This is an optimization exercise on Yosys and OpenROAD, whose aim is small area and a short achievable clock period, not a production implementation. Power figures rest on the tool's default switching activity, not on a simulated workload.

the baseline:
==> flow/design.v <==
package xpmwrap_pkg;
  typedef enum logic {
    CLEAR = 1'b0,
    READY = 1'b1
  } state_e;
  function automatic integer nb_calc(input integer data_width, input integer byte_width);
    nb_calc = data_width / byte_width;
  endfunction
  function automatic logic params_ok(input integer read_latency, input integer data_width,
                                     input integer byte_width);
    params_ok = (read_latency >= 1) && (read_latency <= 3) && (byte_width > 0) &&
                ((data_width % byte_width) == 0);
  endfunction
endpackage
module xpmwrap_aoi222 (
  input  logic a0, b0, a1, b1, a2, b2,
  output logic y
);
  assign y = ~((a0 & b0) | (a1 & b1) | (a2 & b2));
endmodule
module xpmwrap_nor2 (
  input  logic a, b,
  output logic y
);
  assign y = ~(a | b);
endmodule
module xpmwrap_nand2 (
  input  logic a, b,
  output logic y
);
  assign y = ~(a & b);
endmodule
module xpmwrap_nand4 (
  input  logic a, b, c, d,
  output logic y
);
  assign y = ~(a & b & c & d);
endmodule
module xpmwrap_nor3 (
  input  logic a, b, c,
  output logic y
);
  assign y = ~(a | b | c);
endmodule
module xpmwrap_and2 (
  input  logic a, b,
  output logic y
);
  assign y = a & b;
endmodule
module xpmwrap_rdbit (
  input  logic [63:0] sel,
  input  logic [63:0] d,
  output logic [5:0]  y
);
  logic [21:0] t;    
  for (genvar k = 0; k < 21; k++) begin : g_t
    xpmwrap_aoi222 u_t (
      .a0(sel[3*k]),   .b0(d[3*k]),
      .a1(sel[3*k+1]), .b1(d[3*k+1]),
      .a2(sel[3*k+2]), .b2(d[3*k+2]),
      .y (t[k])
    );
  end
  xpmwrap_nand2 u_t21 (.a(sel[63]), .b(d[63]), .y(t[21]));
  for (genvar k = 0; k < 5; k++) begin : g_u
    xpmwrap_nand4 u_u (.a(t[4*k]), .b(t[4*k+1]), .c(t[4*k+2]), .d(t[4*k+3]), .y(y[k]));
  end
  xpmwrap_nand2 u_u5 (.a(t[20]), .b(t[21]), .y(y[5]));
endmodule
module xpmwrap_sdpram_be #(
  parameter int                  ADDR_WIDTH     = 6,
  parameter int                  DATA_WIDTH     = 32,
  parameter int                  BYTE_WIDTH     = 8,
  parameter int                  READ_LATENCY   = 2,
  parameter int                  CLEAR_ON_RESET = 1,
  parameter logic [DATA_WIDTH-1:0] CLEAR_VALUE  = '0
) (
  input  logic                                          clk,
  input  logic                                          rstn,
  input  logic                                          wr_en,
  input  logic [ADDR_WIDTH-1:0]                         wr_addr,
  input  logic [xpmwrap_pkg::nb_calc(DATA_WIDTH, BYTE_WIDTH)-1:0] wr_be,
  input  logic [DATA_WIDTH-1:0]                         wr_data,
  input  logic                                          rd_en,
  input  logic [ADDR_WIDTH-1:0]                         rd_addr,
  output logic [DATA_WIDTH-1:0]                         rd_data,
  output logic                                          rd_valid,
  output logic                                          busy,
  output logic                                          drop_err
);
  localparam int NB    = xpmwrap_pkg::nb_calc(DATA_WIDTH, BYTE_WIDTH);
  localparam int DEPTH = 2 ** ADDR_WIDTH;
  localparam int LOW   = ADDR_WIDTH / 2;
  localparam int NLO   = 2 ** LOW;
  localparam int NHI   = DEPTH / NLO;
  logic                  busy_q, busy_o_q;
  logic [NLO-1:0]        lo_q;
  logic [NHI-1:0]        hi_q;
  logic                  drop_q;
  logic                  vld_q, rd_valid_q;
  logic [DATA_WIDTH-1:0] rd_data_q;
  logic [6*DATA_WIDTH-1:0] dat_q;    
  logic                  sweep_last;
  assign sweep_last = lo_q[NLO-1] & hi_q[NHI-1];
  always_ff @(posedge clk) begin
    if (!rstn) begin
      lo_q <= NLO'(1);
      hi_q <= (CLEAR_ON_RESET != 0) ? NHI'(1) : '0;
    end else begin
      lo_q <= {lo_q[NLO-2:0], lo_q[NLO-1]};
      if (lo_q[NLO-1]) hi_q <= {hi_q[NHI-2:0], 1'b0};
    end
  end
  always_ff @(posedge clk) begin
    busy_q   <= ~rstn ? (CLEAR_ON_RESET != 0) : (busy_q & ~sweep_last);
    busy_o_q <= ~rstn ? (CLEAR_ON_RESET != 0) : (busy_o_q & ~sweep_last);
  end
  logic [DATA_WIDTH-1:0] wdata;
  logic [NB-1:0]         bsel_n;
  logic [NLO-1:0]        wlo;
  logic [NHI-1:0]        whi;
  assign wdata  = busy_q ? CLEAR_VALUE : wr_data;
  assign bsel_n = ~(busy_q ? {NB{1'b1}} : (wr_be & {NB{wr_en}}));
  for (genvar j = 0; j < NLO; j++) begin : g_wlo
    assign wlo[j] = busy_q ? lo_q[j] : (wr_addr[LOW-1:0] == LOW'(j));
  end
  for (genvar j = 0; j < NHI; j++) begin : g_whi
    assign whi[j] = busy_q ? hi_q[j] : (wr_addr[ADDR_WIDTH-1:LOW] == (ADDR_WIDTH-LOW)'(j));
  end
  logic [NLO-1:0]        rlo;
  logic [NHI-1:0]        rhi;
  for (genvar j = 0; j < NLO; j++) begin : g_rlo
    assign rlo[j] = (rd_addr[LOW-1:0] == LOW'(j));
  end
  for (genvar j = 0; j < NHI; j++) begin : g_rhi
    assign rhi[j] = (rd_addr[ADDR_WIDTH-1:LOW] == (ADDR_WIDTH-LOW)'(j));
  end
  logic [DATA_WIDTH-1:0] mem_q [DEPTH];
  logic [DEPTH-1:0]      rsel_a, rsel_b;    
  logic [DATA_WIDTH*DEPTH-1:0] mem_t;    
  for (genvar w = 0; w < DEPTH; w++) begin : g_word
    logic          wsel_n;
    logic [NB-1:0] en;
    xpmwrap_nand2 u_wsel (.a(whi[w / NLO]), .b(wlo[w % NLO]), .y(wsel_n));
    for (genvar b = 0; b < NB; b++) begin : g_byte
      xpmwrap_nor2 u_en (.a(wsel_n), .b(bsel_n[b]), .y(en[b]));
      always_ff @(posedge clk) begin
        if (en[b]) mem_q[w][b*BYTE_WIDTH +: BYTE_WIDTH] <= wdata[b*BYTE_WIDTH +: BYTE_WIDTH];
      end
    end
    xpmwrap_and2 u_rsel_a (.a(rhi[w / NLO]), .b(rlo[w % NLO]), .y(rsel_a[w]));
    xpmwrap_and2 u_rsel_b (.a(rhi[w / NLO]), .b(rlo[w % NLO]), .y(rsel_b[w]));
    for (genvar i = 0; i < DATA_WIDTH; i++) begin : g_t
      assign mem_t[i*DEPTH + w] = mem_q[w][i];
    end
  end
  logic [6*DATA_WIDTH-1:0] rd_p;
  logic [DATA_WIDTH-1:0]   dat_or;
  for (genvar i = 0; i < DATA_WIDTH; i++) begin : g_rd
    logic [DEPTH-1:0] sel;
    logic [5:0]       p;
    assign sel = (i < DATA_WIDTH / 2) ? rsel_a : rsel_b;
    xpmwrap_rdbit u_rd (.sel(sel), .d(mem_t[i*DEPTH +: DEPTH]), .y(p));
    assign rd_p[6*i +: 6] = p;
    assign dat_or[i]      = |dat_q[6*i +: 6];
  end
  always_ff @(posedge clk) begin
    dat_q <= rd_p;
    vld_q <= rstn & ~busy_q & rd_en;
  end
  always_ff @(posedge clk) begin
    if (!rstn) begin
      rd_valid_q <= 1'b0;
      rd_data_q  <= '0;
      drop_q     <= 1'b0;
    end else begin
      rd_valid_q <= vld_q;
      if (vld_q) rd_data_q <= dat_or;
      if (busy_q & (rd_en | wr_en)) drop_q <= 1'b1;
    end
  end
  assign rd_valid = rd_valid_q;
  assign rd_data  = rd_data_q;
  assign busy     = busy_o_q;
  assign drop_err = drop_q;
endmodule
==> flow/config.mk <==
export PLATFORM = sky130hd
export DESIGN_NAME = xpmwrap_sdpram_be
export DESIGN_NICKNAME = xpmwrap_sdpram_be
export VERILOG_FILES = /design/flow/design.v
export SDC_FILE = /design/flow/constraint.sdc
export NUM_CORES = 4
export LEC_CHECK = 0
export CAP_MARGIN = 20
export CORE_MARGIN = 2
export CORE_UTILIZATION = 55
export CTS_CLUSTER_DIAMETER = 80
export CTS_CLUSTER_SIZE = 25
export GPL_TIMING_DRIVEN = 0
export SETUP_SLACK_MARGIN = 0.95
export SLEW_MARGIN = 20
export SYNTH_HIERARCHICAL = 1
export SYNTH_MINIMUM_KEEP_SIZE = 0
==> flow/constraint.sdc <==
create_clock -name core_clock -period 2.8 [get_ports {clk}]
set_input_delay 0.5600 -clock core_clock [delete_from_list [all_inputs] [get_ports {clk}]]
set_output_delay 0.5600 -clock core_clock [all_outputs]
set_load 0.01 [all_outputs]
standard.sh (not shown) runs the stock make flow with config.mk's settings and CLKGATE_MAP_FILE= SYNTH_SCRIPT=/design/flow/synth_recipe.tcl, a recipe that flattens the netlist after the stock synthesis.
==> flow/flow/run.sh <==
#!/bin/bash
# Own flow: the standard layout, with the I/O port buffers built from a plain buffer
# cell instead of the delay-cell default. Tool output goes to standard.log here and to
# ORFS's own per-step logs under orfs/logs.
set -euo pipefail
export BUFFER_PORTS_ARGS="-buffer_cell sky130_fd_sc_hd__buf_2"
bash standard.sh > standard.log 2>&1
Looking at the reports, the baseline completed the entire flow and the layout it produced met the timing, design-rule and antenna checks.
Here is what was changed in the inputs of the candidate compared with the baseline.
--- a/flow/design.v
+++ b/flow/design.v
@@ -15,18 +15,12 @@
 module xpmwrap_aoi222 (
   input  logic a0, b0, a1, b1, a2, b2,
   output logic y
 );
   assign y = ~((a0 & b0) | (a1 & b1) | (a2 & b2));
 endmodule
-module xpmwrap_nor2 (
-  input  logic a, b,
-  output logic y
-);
-  assign y = ~(a | b);
-endmodule
 module xpmwrap_nand2 (
   input  logic a, b,
   output logic y
 );
   assign y = ~(a & b);
 endmodule
@@ -38,12 +32,18 @@
 endmodule
 module xpmwrap_nor3 (
   input  logic a, b, c,
   output logic y
 );
   assign y = ~(a | b | c);
+endmodule
+module xpmwrap_ao32 (
+  input  logic a0, a1, a2, b0, b1,
+  output logic y
+);
+  assign y = (a0 & a1 & a2) | (b0 & b1);
 endmodule
 module xpmwrap_and2 (
   input  logic a, b,
   output logic y
 );
   assign y = a & b;
@@ -114,22 +114,22 @@
   end
   always_ff @(posedge clk) begin
     busy_q   <= ~rstn ? (CLEAR_ON_RESET != 0) : (busy_q & ~sweep_last);
     busy_o_q <= ~rstn ? (CLEAR_ON_RESET != 0) : (busy_o_q & ~sweep_last);
   end
   logic [DATA_WIDTH-1:0] wdata;
-  logic [NB-1:0]         bsel_n;
+  logic [NB-1:0]         bok;
   logic [NLO-1:0]        wlo;
   logic [NHI-1:0]        whi;
-  assign wdata  = busy_q ? CLEAR_VALUE : wr_data;
-  assign bsel_n = ~(busy_q ? {NB{1'b1}} : (wr_be & {NB{wr_en}}));
+  assign wdata = busy_q ? CLEAR_VALUE : wr_data;
+  assign bok   = wr_be & {NB{wr_en}};
   for (genvar j = 0; j < NLO; j++) begin : g_wlo
-    assign wlo[j] = busy_q ? lo_q[j] : (wr_addr[LOW-1:0] == LOW'(j));
+    assign wlo[j] = (wr_addr[LOW-1:0] == LOW'(j));
   end
   for (genvar j = 0; j < NHI; j++) begin : g_whi
-    assign whi[j] = busy_q ? hi_q[j] : (wr_addr[ADDR_WIDTH-1:LOW] == (ADDR_WIDTH-LOW)'(j));
+    assign whi[j] = (wr_addr[ADDR_WIDTH-1:LOW] == (ADDR_WIDTH-LOW)'(j));
   end
   logic [NLO-1:0]        rlo;
   logic [NHI-1:0]        rhi;
   for (genvar j = 0; j < NLO; j++) begin : g_rlo
     assign rlo[j] = (rd_addr[LOW-1:0] == LOW'(j));
   end
@@ -137,17 +137,19 @@
     assign rhi[j] = (rd_addr[ADDR_WIDTH-1:LOW] == (ADDR_WIDTH-LOW)'(j));
   end
   logic [DATA_WIDTH-1:0] mem_q [DEPTH];
   logic [DEPTH-1:0]      rsel_a, rsel_b;    
   logic [DATA_WIDTH*DEPTH-1:0] mem_t;    
   for (genvar w = 0; w < DEPTH; w++) begin : g_word
-    logic          wsel_n;
     logic [NB-1:0] en;
-    xpmwrap_nand2 u_wsel (.a(whi[w / NLO]), .b(wlo[w % NLO]), .y(wsel_n));
     for (genvar b = 0; b < NB; b++) begin : g_byte
-      xpmwrap_nor2 u_en (.a(wsel_n), .b(bsel_n[b]), .y(en[b]));
+      xpmwrap_ao32 u_en (
+        .a0(whi[w / NLO]), .a1(wlo[w % NLO]), .a2(bok[b]),
+        .b0(hi_q[w / NLO]), .b1(lo_q[w % NLO]),
+        .y (en[b])
+      );
       always_ff @(posedge clk) begin
         if (en[b]) mem_q[w][b*BYTE_WIDTH +: BYTE_WIDTH] <= wdata[b*BYTE_WIDTH +: BYTE_WIDTH];
       end
     end
     xpmwrap_and2 u_rsel_a (.a(rhi[w / NLO]), .b(rlo[w % NLO]), .y(rsel_a[w]));
     xpmwrap_and2 u_rsel_b (.a(rhi[w / NLO]), .b(rlo[w % NLO]), .y(rsel_b[w]));
## What came out
Relative to the baseline, the candidate improves final worst setup slack. The candidate: largest driver fanout on the critical path 24 above the baseline. Relative to the baseline, the candidate improves final area. Cell depth of the worst flop-to-flop path (lower): the candidate. Floorplan row count, the baseline and the candidate, lower one = the baseline. Min routed wire length across the baseline and the candidate: the candidate. Die extent in x ended up 2.9 um higher on the candidate than on the baseline. Fraction of standard cell area that is sequential, the baseline and the candidate: higher on the candidate. The candidate reports a lower simple-gate share of the synthesized area than the baseline does. Total power | the candidate above the baseline. Clock buffer and inverter area fraction after layout: the candidate vs the baseline up 0.37 points. Summary — initial antenna violation count, the candidate relative to the baseline: higher, by 5. Against the baseline as the reference, the candidate delivers a lower fraction of layout cells with a size suffix above 1. Diff the baseline -> the candidate | met2 wire length | up by a few percent.
No functional check of the RTL was part of any run of this note.

[separate check: timing with driven ports]
The results above use ideal ports. As a check the final layouts listed here were re-extracted and re-timed, cells and wires unchanged.
Step 1 sets driving cells, clkbuf_16 on the clock port and buf_2 on the other inputs (assumed; they add their load-dependent delay and slew).
Step 2, shift: input delay + t, output delay - t, t = (earliest + latest rising clock arrival at the registers) / 2. This alone moves slack from input paths to output paths.
Slacks: ideal ports / drivers / drivers and shift; pairs: ideal ports / drivers.
| run | t (ns) | setup slack, ns | worst setup path at the end | worst slew at a driven data input, ns |
|---|---|---|---|---|
| the baseline | 0.831 | 0.646 / 0.646 / 0.015 | input to register | 0.20 |
| the candidate | 0.837 | 0.813 / 0.806 / 0.024 | input to register | 0.14 |
After both steps every run listed still meets setup and hold. The setup slack of the candidate, which loses most, moves by -0.007 ns with the drivers and by -0.789 ns with both steps.
